Context: an optimization exercise on an open-source flow, tuned for small area, a short achievable clock period and few clock cycles per item. The choices shown serve that exercise and are no tape-out recipe.
Only simulation tests tie the RTL to the original design; equivalence was not proved.
The flow treats the clock pin as an ideal source, which a real chip does not have.
Power and IR drop assume default switching activity.

// occupancy_grid_rect_fill
module occupancy_grid_rect_fill
(
  input  logic              clk,
  input  logic              rst_n,
  input  logic              cfg_we,
  input  logic [ogrf_pkg::CFG_IW-1:0] cfg_index,
  input  logic [ogrf_pkg::SIZE_W-1:0] cfg_wdata,
  input  logic              in_tvalid,
  output logic              in_tready,
  input  logic [23:0]       in_tdata,    
  input  logic [1:0]        in_tuser,    
  output logic              out_tvalid,
  input  logic              out_tready,
  output logic [7:0]        out_tdata    
);
clock: 8.0 ns
lec_check: 0
cap_margin: 20
core_margin: 2
core_utilization: 40
cts_cluster_diameter: 70
cts_cluster_size: 25
setup_slack_margin: 5
slew_margin: 20
run.sh (not shown) runs the stock make flow with config.mk's settings and CLKGATE_MAP_FILE= SYNTH_SCRIPT=/design/flow/synth_recipe.tcl, a recipe that flattens the netlist after the stock synthesis.
The first run produced a clean layout.
Testbench counts at the start, summed over its fixed seeds: cycles 3,246, requests 3,200.
Rerun with:
==> flow/flow/run.sh (new file) <==
#!/bin/bash
# Own layout flow: the standard ORFS flow (standard.sh, standard synthesis
# included), with one change: clock tree synthesis adds no dummy loads. The
# clock tree is still balanced over every register. make's full output goes
# to flow_make.log in the work folder; ORFS keeps its per-step logs under
# orfs/logs.
set -euo pipefail
export CTS_ARGS="-sink_clustering_enable -repair_clock_nets -sink_clustering_size 25 -sink_clustering_max_diameter 70 -dont_use_dummy_load"
bash standard.sh > flow_make.log 2>&1
==> flow/standard.sh (new file) <==
#!/bin/bash
# synth_recipe.tcl (not shown) runs the flow's synth.tcl, then flattens the netlist and writes it again
# the make line also repeats each setting of config.mk as NAME=value (left out here)
make -C /OpenROAD-flow-scripts/flow DESIGN_CONFIG=/design/flow/config.mk WORK_HOME=/design/flow/orfs CLKGATE_MAP_FILE= SYNTH_SCRIPT=/design/flow/synth_recipe.tcl "${@:-finish}"
--- a/flow/config.mk
+++ b/flow/config.mk
@@ -10,4 +10,2 @@
 export CORE_UTILIZATION = 40
-export CTS_CLUSTER_DIAMETER = 70
-export CTS_CLUSTER_SIZE = 25
 export SETUP_SLACK_MARGIN = 5
removed: flow/run.sh
Routed wire length is about the same.
Die area is unchanged.
Clock skew rises by 31 ps.
Via count is higher by 0.67%.
Synthesized area stays the same.
Count of clock-buffer cells in the layout drops by 29.
Cell area went down by 0.63%.
Combinational power barely changes.

---

== delta ==
occupancy_grid_rect_fill, a different RTL version from the one above (not shown whole).
Size: ~4,400 flip-flops, roughly 50 I/O pins, ~160,000 µm² of cells after synthesis.
## occupancy_grid_rect_fill
module occupancy_grid_rect_fill
(
  input  logic              clk,
  input  logic              rst_n,
  input  logic              cfg_we,
  input  logic [ogrf_pkg::CFG_IW-1:0] cfg_index,
  input  logic [ogrf_pkg::SIZE_W-1:0] cfg_wdata,
  input  logic              in_tvalid,
  output logic              in_tready,
  input  logic [23:0]       in_tdata,    
  input  logic [1:0]        in_tuser,    
  output logic              out_tvalid,
  input  logic              out_tready,
  output logic [7:0]        out_tdata    
);
export LEC_CHECK = 0
export CAP_MARGIN = 20
export CORE_MARGIN = 2
export CORE_UTILIZATION = 40
export SETUP_SLACK_MARGIN = 5
export SLEW_MARGIN = 20
create_clock -name core_clock -period 8.0 [get_ports {clk}]
standard.sh (not shown) runs the stock make flow with config.mk's settings and CLKGATE_MAP_FILE= SYNTH_SCRIPT=/design/flow/synth_recipe.tcl, a recipe that flattens the netlist after the stock synthesis.
==> flow/flow/run.sh <==
#!/bin/bash
# Own layout flow: the standard ORFS flow (standard.sh, standard synthesis
# included), with two changes: clock tree synthesis adds no dummy loads (the
# tree is still balanced over every register), and the resize, clock tree and
# global route steps estimate signal wires on met1/met2 15% more pessimistically
# (flow/rc_scale.tcl) before their repairs. make's full output goes to
# flow_make.log in the work folder; ORFS keeps its per-step logs under orfs/logs.
set -euo pipefail
export CTS_ARGS="-sink_clustering_enable -repair_clock_nets -sink_clustering_size 25 -sink_clustering_max_diameter 70 -dont_use_dummy_load"
RC="$(pwd)/flow/rc_scale.tcl"
export PRE_RESIZE_TCL="$RC" PRE_CTS_TCL="$RC" PRE_GLOBAL_ROUTE_TCL="$RC"
bash standard.sh > flow_make.log 2>&1
==> flow/flow/rc_scale.tcl <==
set rc_k 1.15
set_layer_rc -layer met1 -capacitance [expr {1.72375E-04 * $rc_k}] -resistance [expr {8.929e-04 * $rc_k}]
set_layer_rc -layer met2 -capacitance [expr {1.36233E-04 * $rc_k}] -resistance [expr {8.929e-04 * $rc_k}]
set_wire_rc -signal -layer met1
Testbench counts of delta, summed over its fixed seeds: cycles 3,246, requests 3,200.
What xenon does differently from delta at the input level:
-- flow/flow/run.sh --
<<< delta, line 5
# global route steps estimate signal wires on met1/met2 15% more pessimistically
>>> xenon, line 5
# global route steps estimate signal wires on met1/met2 30% more pessimistically
<<< delta, line 9
export CTS_ARGS="-sink_clustering_enable -repair_clock_nets -sink_clustering_size 25 -sink_clustering_max_diameter 70 -dont_use_dummy_load"
>>> xenon, line 9
export CTS_ARGS="-sink_clustering_enable -repair_clock_nets -sink_clustering_size 28 -sink_clustering_max_diameter 74 -dont_use_dummy_load"
-- flow/flow/rc_scale.tcl --
<<< delta, line 1
set rc_k 1.15
>>> xenon, line 1
set rc_k 1.3
==> comparison <==
- Static power due to leakage of xenon is on par with delta.
- Total chip power in xenon is 0.45 mW below delta.
- Number of cells on the critical path: delta and xenon compared, higher one is delta
- The switching component of the power of xenon was superior to that of delta.
- For share of power burned in combinational logic, delta and xenon come out practically identical.
- Of the two values seen for destination of the critical timing path, u_dp.rd2[59]$_DFF_P_ was produced by delta and in_tready by xenon.
- The lower combinational power came out of delta.
- Via count was higher in xenon than in delta.
diff inputs: xenon => sierra
# xenon
export LEC_CHECK = 0
export CAP_MARGIN = 20
export CORE_MARGIN = 2
export CORE_UTILIZATION = 40
export SETUP_SLACK_MARGIN = 5
export SLEW_MARGIN = 20
create_clock -name core_clock -period 8.0 [get_ports {clk}]
# sierra
export LEC_CHECK = 0
export CAP_MARGIN = 10
export CORE_MARGIN = 2
export CORE_UTILIZATION = 40
export SETUP_SLACK_MARGIN = 5
export SLEW_MARGIN = 10
create_clock -name core_clock -period 8.0 [get_ports {clk}]
Notes after the runs:
Complete run, failing final checks: sierra, reason antenna rules.
Cmp xenon and sierra / clock power share / lower: xenon
Compared with xenon, in sierra internal power level, fraction of area in clock buffers and inverters level, area of combinational cells with multiple inputs level.
For first-pass GRT wire length, xenon and sierra come out practically identical.
Total power of sierra is on par with xenon.
Between xenon and sierra, the share of the cycle needed by the critical path after routing figures differ only marginally.
NOTE detailed-routed wire length on met2 xenon->sierra decreased slightly

## static timing again, ports no longer ideal
The results above use ideal ports. As a check the final layouts listed here were re-extracted and re-timed, cells and wires unchanged.
Step 1 (the two cells are an assumption about what drives the block):
set clk [get_ports {clk}]
set_driving_cell -lib_cell sky130_fd_sc_hd__clkbuf_16 $clk
set_driving_cell -lib_cell sky130_fd_sc_hd__buf_2 [delete_from_list [all_inputs] $clk]
Step 2 moves the port delays by t, midway between the first and last clock arrival at a register: inputs arrive t later, outputs are due t later. That takes back most of the time a late clock gives input paths.
Slacks: ideal ports / drivers / drivers and shift; pairs: ideal ports / drivers.
run	t, ns	setup WS [ns]	clock arrival spread, ns
the first run of note 1	1.131	4.826 / 4.703 / 3.964	0.114 / 0.114
the second run of note 1	1.099	4.846 / 4.728 / 3.992	0.168 / 0.167
delta	1.071	4.924 / 4.841 / 4.131	0.110 / 0.111
xenon	1.060	4.951 / 4.837 / 4.210	0.133 / 0.133
sierra	1.063	4.940 / 4.831 / 4.156	0.141 / 0.141
The setup slack of the first run of note 1, which loses most, moves by -0.123 ns with the drivers and by -0.862 ns with both steps.
